Context: an optimization exercise on an open-source flow, tuned for a short achievable clock period and few clock cycles. The choices shown serve that exercise and are no tape-out recipe.
The RTL was checked by simulation tests, not by an equivalence proof against the original design.
Power and IR drop assume default switching activity.

**design/flow/design.v**
```verilog
localparam logic [3:0] ALU_ADD = 4'd0;
localparam logic [3:0] ALU_SUB = 4'd1;
localparam logic [3:0] ALU_AND = 4'd2;
localparam logic [3:0] ALU_OR  = 4'd3;
localparam logic [3:0] ALU_XOR = 4'd4;
localparam logic [3:0] ALU_SLT = 4'd5;
localparam logic [3:0] ALU_SLL = 4'd6;
localparam logic [3:0] ALU_SRL = 4'd7;
localparam logic [3:0] ALU_EQ  = 4'd8;
localparam logic [3:0] ALU_NE  = 4'd9;
localparam logic [3:0] ALU_LT  = 4'd10;
localparam logic [1:0] WB_ALU = 2'd0;
localparam logic [1:0] WB_MEM = 2'd1;
localparam logic [1:0] WB_IMM = 2'd2;
localparam logic [1:0] RUN   = 2'd0;
localparam logic [1:0] WAIT1 = 2'd1;
localparam logic [1:0] WAIT2 = 2'd2;
`timescale 1ns/10ps
module rv_core (
    input  logic        clk_cpu_i,
    input  logic        arst_n_i,
    input  logic [31:0] irom_inst_i,
    input  logic [31:0] dram_rdata_i,
    output logic [31:0] irom_addr_o,
    output logic [31:0] dram_addr_o,
    output logic [31:0] dram_wdata_o,
    output logic        dram_we_o,
    output logic        dram_re_o,
    output logic        debug_wb_have_inst_o,
    output logic [31:0] debug_wb_pc_o,
    output logic        debug_wb_ena_o,
    output logic [4:0]  debug_wb_reg_o,
    output logic [31:0] debug_wb_value_o
);
    localparam int NBTB = 4;
    logic [31:0] pc_f;
    logic [NBTB-1:0] btb_v;
    logic [30:0]     btb_tag [NBTB];
    logic [31:0]     btb_tgt [NBTB];
    logic [1:0]      btb_rr;
    logic            btb_alloc_q;
    logic            btb_inval_q;
    logic [NBTB-1:0] btb_inval_vec_q;
    logic [31:0]     btb_pc_q;
    logic [31:0]     btb_tgtw_q;
    logic            v_d;
    logic [31:0]     pc_d;
    logic [31:0]     inst_d;
    logic            pred_d;
    logic            bh_d;
    logic [NBTB-1:0] bhv_d;
    logic            fl_q;
    logic            v_e;
    logic            wr_e;
    logic            ena_e;
    logic            ld_e;
    logic            st_e;
    logic            br_e;
    logic            pred_e;
    logic            bq_e;
    logic            bn_e;
    logic            bl_e;
    logic            bh_e;
    logic [NBTB-1:0] bhv_e;
    logic [4:0]      rd_e;
    logic [31:0]     pc_e;
    logic [31:0]     tgt_e;
    logic [31:0]     alt_e;
    logic [31:0]     opa_e;
    logic [31:0]     opb_e;
    logic [31:0]     sd_e;
    logic            s_ml_e;
    logic            sub_e;
    logic            f_add_e, f_sll_e, f_slt_e, f_xor_e, f_srl_e, f_or_e, f_and_e, f_lui_e;
    logic            v_m;
    logic            wr_m;
    logic            ena_m;
    logic            ld_m;
    logic            st_m;
    logic [4:0]      rd_m;
    logic [31:0]     pc_m;
    logic [31:0]     alu_m;
    logic [31:0]     sd_m;
    logic            v_w;
    logic            wr_w;
    logic            ena_w;
    logic [4:0]      rd_w;
    logic [31:0]     pc_w;
    logic [31:0]     data_w;
    logic [31:0]     rf [32];
    logic [NBTB-1:0] hitv_f;
    logic            hit_f;
    logic [31:0]     btgt_f;
    logic            isbr_f;
    logic            spred_f;
    logic [31:0]     stgt_f;
    always_comb begin
        btgt_f = '0;
        for (int i = 0; i < NBTB; i++) begin
            hitv_f[i] = btb_v[i] && (btb_tag[i] == pc_f[31:1]);
            btgt_f    = btgt_f | (btb_tgt[i] & {32{hitv_f[i]}});
        end
        hit_f = |hitv_f;
    end
    assign isbr_f  = (irom_inst_i[6:0] == 7'b1100011);
    assign spred_f = isbr_f && (irom_inst_i[31] || irom_inst_i[14:12] == 3'b001);
    assign stgt_f  = pc_f + {{20{irom_inst_i[31]}}, irom_inst_i[7], irom_inst_i[30:25],
                             irom_inst_i[11:8], 1'b0};
    assign irom_addr_o = pc_f;
    logic [6:0]  opc_d;
    logic [2:0]  f3_d;
    logic [4:0]  rs1_d, rs2_d, rd_d;
    logic        is_op_d, is_imm_d, is_lui_d, is_ld_d, is_st_d, is_br_d, is_alu_d;
    logic        use1_d, use2_d, rfwe_d, bimm_d;
    logic [31:0] imm_d;
    logic [31:0] bimm_val_d;
    logic [31:0] tgt_d;
    logic [31:0] pc4_d;
    logic [31:0] rv1_d, rv2_d;
    logic        wrv_e, ldv_e;
    logic        me1, me2, mm1, mm2;
    logic        stall_d;
    logic [31:0] res_e;
    logic [31:0] m_res;
    logic [31:0] opa_nxt, opb_nxt, sd_nxt;
    assign opc_d = inst_d[6:0];
    assign f3_d  = inst_d[14:12];
    assign rd_d  = inst_d[11:7];
    assign rs1_d = inst_d[19:15];
    assign rs2_d = inst_d[24:20];
    assign is_op_d  = (opc_d == 7'b0110011);
    assign is_imm_d = (opc_d == 7'b0010011);
    assign is_lui_d = (opc_d == 7'b0110111);
    assign is_ld_d  = (opc_d == 7'b0000011);
    assign is_st_d  = (opc_d == 7'b0100011);
    assign is_br_d  = (opc_d == 7'b1100011);
    assign is_alu_d = is_op_d | is_imm_d;
    assign use1_d = is_alu_d | is_ld_d | is_st_d | is_br_d;
    assign use2_d = is_op_d | is_br_d;
    assign rfwe_d = is_alu_d | is_lui_d | is_ld_d;
    assign bimm_d = is_imm_d | is_ld_d | is_st_d | is_lui_d;
    always_comb begin
        if (is_st_d)
            imm_d = {{20{inst_d[31]}}, inst_d[31:25], inst_d[11:7]};
        else if (is_lui_d)
            imm_d = {inst_d[31:12], 12'h000};
        else
            imm_d = {{20{inst_d[31]}}, inst_d[31:20]};
    end
    assign bimm_val_d = {{20{inst_d[31]}}, inst_d[7], inst_d[30:25], inst_d[11:8], 1'b0};
    assign tgt_d      = pc_d + bimm_val_d;
    assign pc4_d      = pc_d + 32'd4;
    always_comb begin
        if (rs1_d == 5'd0)
            rv1_d = '0;
        else if (wr_w && rd_w == rs1_d)
            rv1_d = data_w;
        else
            rv1_d = rf[rs1_d];
        if (rs2_d == 5'd0)
            rv2_d = '0;
        else if (wr_w && rd_w == rs2_d)
            rv2_d = data_w;
        else
            rv2_d = rf[rs2_d];
    end
    assign wrv_e = wr_e && !fl_q;
    assign ldv_e = ld_e && !fl_q;
    assign me1   = wrv_e && (rd_e == rs1_d);
    assign me2   = wrv_e && (rd_e == rs2_d);
    assign mm1   = wr_m && (rd_m == rs1_d);
    assign mm2   = wr_m && (rd_m == rs2_d);
    assign stall_d = v_d && ldv_e && ((use1_d && me1) || (use2_d && me2));
    assign m_res   = ld_m ? dram_rdata_i : alu_m;
    assign opa_nxt = me1 ? res_e : (mm1 ? m_res : rv1_d);
    assign sd_nxt  = me2 ? res_e : (mm2 ? m_res : rv2_d);
    assign opb_nxt = bimm_d ? imm_d : sd_nxt;
    logic [31:0] sum_e;
    logic        lt_e, eq_e, taken_e, mis_e;
    assign sum_e = opa_e + (opb_e ^ {32{sub_e}}) + {31'd0, sub_e};
    assign lt_e  = $signed(opa_e) < $signed(opb_e);
    assign eq_e  = (opa_e == opb_e);
    assign res_e = ({32{f_add_e}} & sum_e)
                 | ({32{f_sll_e}} & (opa_e << opb_e[4:0]))
                 | ({32{f_srl_e}} & (opa_e >> opb_e[4:0]))
                 | ({32{f_slt_e}} & {31'd0, lt_e})
                 | ({32{f_xor_e}} & (opa_e ^ opb_e))
                 | ({32{f_or_e}}  & (opa_e | opb_e))
                 | ({32{f_and_e}} & (opa_e & opb_e))
                 | ({32{f_lui_e}} & opb_e);
    assign taken_e = (bq_e && eq_e) || (bn_e && !eq_e) || (bl_e && lt_e);
    assign mis_e   = br_e && !fl_q && (taken_e != pred_e);
    always_ff @(posedge clk_cpu_i or negedge arst_n_i) begin
        if (!arst_n_i) begin
            pc_f <= 32'h0000_0000;
            v_d  <= 1'b0;
            fl_q <= 1'b0;
        end else begin
            if (mis_e)
                pc_f <= alt_e;
            else if (stall_d)
                pc_f <= pc_f;
            else if (spred_f)
                pc_f <= stgt_f;
            else if (hit_f)
                pc_f <= btgt_f;
            else
                pc_f <= pc_f + 32'd4;
            if (mis_e)
                v_d <= 1'b0;
            else if (!stall_d)
                v_d <= 1'b1;
            fl_q <= mis_e;
        end
    end
    always_ff @(posedge clk_cpu_i) begin
        if (!stall_d) begin
            pc_d   <= pc_f;
            inst_d <= irom_inst_i;
            pred_d <= spred_f || hit_f;
            bh_d   <= hit_f;
            bhv_d  <= hitv_f;
        end
    end
    always_ff @(posedge clk_cpu_i or negedge arst_n_i) begin
        if (!arst_n_i) begin
            btb_v       <= '0;
            btb_rr      <= '0;
            btb_alloc_q <= 1'b0;
            btb_inval_q <= 1'b0;
        end else begin
            btb_alloc_q <= br_e && !fl_q && taken_e && !bh_e && !pred_e;
            btb_inval_q <= br_e && !fl_q && !taken_e && bh_e;
            if (btb_alloc_q) begin
                btb_v[btb_rr] <= 1'b1;
                btb_rr        <= btb_rr + 2'd1;
            end else if (btb_inval_q) begin
                btb_v <= btb_v & ~btb_inval_vec_q;
            end
        end
    end
    always_ff @(posedge clk_cpu_i) begin
        btb_inval_vec_q <= bhv_e;
        btb_pc_q        <= pc_e;
        btb_tgtw_q      <= tgt_e;
        if (btb_alloc_q) begin
            btb_tag[btb_rr] <= btb_pc_q[31:1];
            btb_tgt[btb_rr] <= btb_tgtw_q;
        end
    end
    logic go_d;
    assign go_d = v_d && !stall_d;
    always_ff @(posedge clk_cpu_i or negedge arst_n_i) begin
        if (!arst_n_i) begin
            v_e  <= 1'b0;
            wr_e <= 1'b0;
            ld_e <= 1'b0;
            st_e <= 1'b0;
            br_e <= 1'b0;
        end else begin
            v_e  <= go_d;
            wr_e <= go_d && rfwe_d && (rd_d != 5'd0);
            ld_e <= go_d && is_ld_d;
            st_e <= go_d && is_st_d;
            br_e <= go_d && is_br_d;
        end
    end
    always_ff @(posedge clk_cpu_i) begin
        ena_e   <= rfwe_d;
        pred_e  <= pred_d;
        bq_e    <= (f3_d == 3'b000);
        bn_e    <= (f3_d == 3'b001);
        bl_e    <= (f3_d[2:1] != 2'b00);
        bh_e    <= bh_d;
        bhv_e   <= bhv_d;
        rd_e    <= rd_d;
        pc_e    <= pc_d;
        tgt_e   <= tgt_d;
        alt_e   <= pred_d ? pc4_d : tgt_d;
        opa_e   <= opa_nxt;
        opb_e   <= opb_nxt;
        sd_e    <= sd_nxt;
        s_ml_e  <= me2 && ldv_e;
        sub_e   <= is_op_d && (f3_d == 3'b000) && inst_d[30];
        f_add_e <= is_alu_d ? (f3_d == 3'b000 || f3_d == 3'b011) : !is_lui_d;
        f_sll_e <= is_alu_d && (f3_d == 3'b001);
        f_slt_e <= is_alu_d && (f3_d == 3'b010);
        f_xor_e <= is_alu_d && (f3_d == 3'b100);
        f_srl_e <= is_alu_d && (f3_d == 3'b101);
        f_or_e  <= is_alu_d && (f3_d == 3'b110);
        f_and_e <= is_alu_d && (f3_d == 3'b111);
        f_lui_e <= is_lui_d;
    end
    always_ff @(posedge clk_cpu_i or negedge arst_n_i) begin
        if (!arst_n_i) begin
            v_m  <= 1'b0;
            wr_m <= 1'b0;
            ld_m <= 1'b0;
            st_m <= 1'b0;
        end else begin
            v_m  <= v_e && !fl_q;
            wr_m <= wr_e && !fl_q;
            ld_m <= ld_e && !fl_q;
            st_m <= st_e && !fl_q;
        end
    end
    always_ff @(posedge clk_cpu_i) begin
        ena_m <= ena_e;
        rd_m  <= rd_e;
        pc_m  <= pc_e;
        alu_m <= res_e;
        sd_m  <= s_ml_e ? dram_rdata_i : sd_e;
    end
    assign dram_addr_o  = alu_m;
    assign dram_wdata_o = sd_m;
    assign dram_we_o    = st_m;
    assign dram_re_o    = ld_m;
    always_ff @(posedge clk_cpu_i or negedge arst_n_i) begin
        if (!arst_n_i) begin
            v_w  <= 1'b0;
            wr_w <= 1'b0;
        end else begin
            v_w  <= v_m;
            wr_w <= wr_m;
        end
    end
    always_ff @(posedge clk_cpu_i) begin
        ena_w  <= ena_m;
        rd_w   <= rd_m;
        pc_w   <= pc_m;
        data_w <= m_res;
        if (wr_w)
            rf[rd_w] <= data_w;
    end
    assign debug_wb_have_inst_o = v_w;
    assign debug_wb_pc_o        = pc_w;
    assign debug_wb_ena_o       = ena_w;
    assign debug_wb_reg_o       = rd_w;
    assign debug_wb_value_o     = data_w;
endmodule
```
**design/flow/constraint.sdc**
```tcl
create_clock -name core_clock -period 7.5 [get_ports {clk_cpu_i}]
set_input_delay 1.5000 -clock core_clock [delete_from_list [all_inputs] [get_ports {clk_cpu_i}]]
set_output_delay 1.5000 -clock core_clock [all_outputs]
set_load 0.01 [all_outputs]
```
**design/flow/run.sh**
```bash
#!/bin/bash
# synth_recipe.tcl (not shown) runs the flow's synth.tcl, then flattens the netlist and writes it again
# the make line also repeats each setting of config.mk as NAME=value (left out here)
make -C /OpenROAD-flow-scripts/flow DESIGN_CONFIG=/design/flow/config.mk WORK_HOME=/design/flow/orfs CLKGATE_MAP_FILE= SYNTH_SCRIPT=/design/flow/synth_recipe.tcl finish
```
**design/flow/config.mk**
```make
export PLATFORM = sky130hd
export DESIGN_NAME = rv_core
export DESIGN_NICKNAME = rv_core
export VERILOG_FILES = /design/flow/design.v
export SDC_FILE = /design/flow/constraint.sdc
export NUM_CORES = 4
export LEC_CHECK = 0
export ABC_CLOCK_PERIOD_IN_PS = 2500
export CAP_MARGIN = 20
export CORE_MARGIN = 2
export CORE_UTILIZATION = 40
export SETUP_SLACK_MARGIN = 4.6
export SLEW_MARGIN = 20
```
==> run notes <==
## cells in the final DEF (no fill, tap or decap), types with 46 or more instances in the layout
| cell type | n |
|---|---|
| mux4_2 | 686 |
| xor2_1 | 177 |
| clkdlybuf4s50_1 | 52 |
| buf_12 | 113 |
| a21o_1 | 54 |
| ha_1 | 143 |
| o211ai_1 | 46 |
| a21oi_2 | 96 |
| a21oi_1 | 189 |
| buf_4 | 502 |
| nand3_1 | 74 |
| nor2_1 | 280 |
| buf_16 | 60 |
| o21ai_0 | 87 |
| inv_1 | 119 |
| clkbuf_16 | 207 |
| nor2_4 | 61 |
| mux2_2 | 72 |
| a22oi_1 | 53 |
| dfxtp_4 | 104 |
| edfxtp_1 | 1346 |
| dfxtp_1 | 293 |
| mux2i_1 | 63 |
| ha_4 | 56 |
| xnor2_1 | 92 |
| buf_2 | 79 |
| nand2_1 | 226 |
| buf_6 | 149 |
## where the power goes
group	internal, mW	total [mW]	leakage [nW]	switching, mW
logic	4.98	10.9	20.3	5.87
registers	12.8	13.9	16.5	1.07
clock network	5.60	9.84	3.15	4.24
total	23.4	34.6	39.9	11.2
## layout make-up
class / count / area (um^2) / area share (%)
timing repair buffer: 1065 / 12760 / 11.36
clock inverter: 109 / 1423 / 1.266
timing repair inverter: 6 / 52.55 / 0.04677
clock buffer: 242 / 5101 / 4.540
antenna: 6 / 15.01 / 0.01336
inverter: 149 / 689.4 / 0.6135
sequential: 1831 / 50890 / 45.29
multi-input combinational: 3293 / 37890 / 33.71
tap: 2838 / 3551 / 3.160
## cells by family (layout without fill, tap and decap cells)
group	Yosys count	after routing	share of synthesized area [%]
flops	1831	1831	58.60
compound gates	944	944	7.214
mux	881	881	20.35
other cells	0	6	0
fa+ha+maj	207	207	3.038
xor+xnor	302	302	3.076
buf+inv	525	1571	2.533
simple gates	956	959	5.184
## worst paths after layout
kind | to | slack, ns
worst max-delay path | opb_e[12] | 4.02
worst min-delay path | pc_m[10] | 0.30
worst max register to register | opb_e[12] | 4.02
worst min register to register | pc_m[10] | 0.30
max in group asynchronous | pc_f[3] | 5.95
min in group asynchronous | pc_f[31] | 0.82
## synth_stat cells, drive strengths merged (41+ instances only)
master / n
nor4: 42
a21oi: 314
nor2: 355
mux2: 79
a31oi: 41
ha: 204
edfxtp: 1346
nand3: 83
o211ai: 46
xnor2: 104
a21o: 54
mux4: 686
nand2: 245
buf: 175
o21ai: 154
mux2i: 116
dfrtp: 53
inv: 148
a22oi: 60
xor2: 198
dfxtp: 432
clkbuf: 201
## what timing repair did
action / CTS / global route
buffers inserted: 435 / 151
resized for setup: 1865 / 373
pin swaps: 156 / 162
gates cloned: 88 / 22
setup endpoints to repair: 800 / 394
## layer usage
metal	share of wire (%)	up-vias	routed length [um]	track usage, %
met1	38	31540	127100	40.30
met2	45	3917	149100	44.81
met3	11	813	37260	6.751
met4	5.7	16	18810	13.26
met5	0.032	-	106	0
li1	-	24250	-	-
## sequential cells by signal (all words and copies together) (netlist names), 32 cells and up, named ones only
name        cells
rf           1024
btb_tgtw_q     32
opb_e          32
opa_e          32
btb_tag       124
pc_w           32
pc_f           32
data_w         32
sd_m           32
pc_d           32
btb_tgt       128
inst_d         32
alt_e          32
alu_m          32
sd_e           32
## per-stage QoR
stage | instance area, um^2 | hold WS, ns | total power, mW
floorplan | 86600 | 0.3096 | 17.40
global placement | 92260 | 0.3099 | 20.58
detailed placement | 92260 | 0.3121 | 20.64
CTS | 108900 | 0.2960 | 33.67
global route | 112400 | 0.3043 | 35.56
finish | 112400 | 0.3036 | 34.60
==> flow_summary.json <==
{
  "status": "complete, no violations",
  "cts_tree": "built",
  "power_density_nw_per_um2": 307.9,
  "syn_inst": 5646,
  "io-pin-count": 235,
  "root_buffer": "clkbuf_16",
  "vias": 60540,
  "antenna_found_initial": 20,
  "vdd.ir_drop.worst_mv": 0.2549,
  "port_buffers": 234,
  "critPathMaxStageDelay_ns": 0.40,
  "hold_viol": 0,
  "path_class": "register to register",
  "async_flop_share_pct": 2.895,
  "die_x_um": 467.7,
  "skew_ns": 0.09828,
  "setup_violations": 0,
  "yosysTopAreaCell": "edfxtp_1",
  "cp_data_required_time_ns": 8.22,
  "leakagePower_nw": 39.95,
  "grt-ovfl-total": 0,
  "drc": 0,
  "fp.dieArea_um2": 218700,
  "path_depth": 14,
  "synthTopCellsByArea": "edfxtp_1, mux4_2, dfxtp_1",
  "tightest_slew_ns": 1.119,
  "stdcell_count": 9539,
  "clock_latency_ns": 0.88,
  "post-route-util_pct": 52.46,
  "clkSinkCount": 1831,
  "final_max_slew_viol_count": 0,
  "maxCapViolCount": 0,
  "cts.reportedPaths.clkPinSlew_ns": 0.07,
  "fin_crit_ns": 3.479,
  "drt-vias-per-instance": 6.346,
  "hold_start": "pc_e[10]",
  "yosys.cell_types.count": 91,
  "dr.pass1.iters": 9,
  "drtIter0Drc": 8662,
  "placed_cells": 8486,
  "yosysWarnings": 1,
  "synthToLayoutAreaGrowth_pct": 30.68,
  "cts_buffer_depth": 3,
  "synth.avg_cell_area_um2": 15.23,
  "whs_path_depth": 0,
  "worstPathCellList": "buf_6 > buf_16 > xor2_2 > ha_1 > a21oi_2 > nor3b_4 > a21oi_4 > buf_4 > xor2_2 > a221oi_2 > o21ai_2 > nand2_1 > o21ai_2 > a221o_1",
  "routed_wl_um": 332300,
  "cp_top_family": "compound AO/OA/AOI/OAI gates",
  "rows": 170,
  "gp_congestion": 0.9776,
  "core-area_um2": 214200,
  "start_util_pct": 40.15,
  "worst_slack_ns": 4.021,
  "grt_max_degree": 88,
  "ys_ff_latch": 1831,
  "critPathLaunch": "sub_e",
  "critical_path.slowest_cell": "dfxtp_4",
  "crit_path_start_kind": "register",
  "final_nets": 6808,
  "die_y_um": 467.7,
  "rsz0062_at_grt": "yes",
  "grt_usage_pct": 29.43,
  "wl_per_cell_um": 34.84,
  "ys_seq_area_share_pct": 58.60,
  "min_period_over_period_pct": 46.38,
  "finalSetupTns_ns": 0,
  "netlist_area_um2": 85990,
  "hold_path.class": "register to register",
  "grt_pass1_wl_um": 453400,
  "slew_headroom_pct": 25.38,
  "ant_nets": 0,
  "h-tree-depth": 4,
  "hold_buffers": 0,
  "synthesis.nets": 5919,
  "cts_buffers": 189,
  "grt_pass1_vias": 58490,
  "critPathArrivalTime_ns": 4.20,
  "synth_edf_count": 1346,
  "end_kind": "register",
  "drive_gt1_share_pct": 42.94,
  "fill_cells": 17070,
  "critPathBufInv": 3,
  "post-place-ws_ns": 2.387,
  "synth_top_cell_area_share_pct": 47.00,
  "crit_fanout": 7,
  "synth_top_flop_cell": "edfxtp_1",
  "r2r_start": "sub_e",
  "reg2regPathDepth": 14,
  "hpwl_um": 183500,
  "max_freq_ghz": 0.2875
}
Testbench counts, summed over its fixed seeds: cycles 177,736.

## separate check: timing with driven ports
The results above use ideal ports. As a check the final layout listed here was re-extracted and re-timed, cells and wires unchanged.
Step 1 assumes that a clkbuf_16 drives the clock port and a buf_2 every other input.
Step 2, shift: input delay + t, output delay - t, t = (earliest + latest rising clock arrival at the registers) / 2. This alone moves slack from input paths to output paths.
Three values: ideal ports, drivers, drivers and shift; two values: the first two.
shift t [ns]: 0.912
setup slack, ns: 4.021 / 4.021 / 3.365
hold WS [ns]: 0.304 / 0.304 / 0.304
latest minus earliest clock arrival (ns): 0.103 / 0.102
worst data-port slew with drivers (ns): 0.23
After both steps this run still meets setup and hold. For this run, drivers alone change the setup slack by 0.000 ns; drivers and shift together by -0.656 ns.
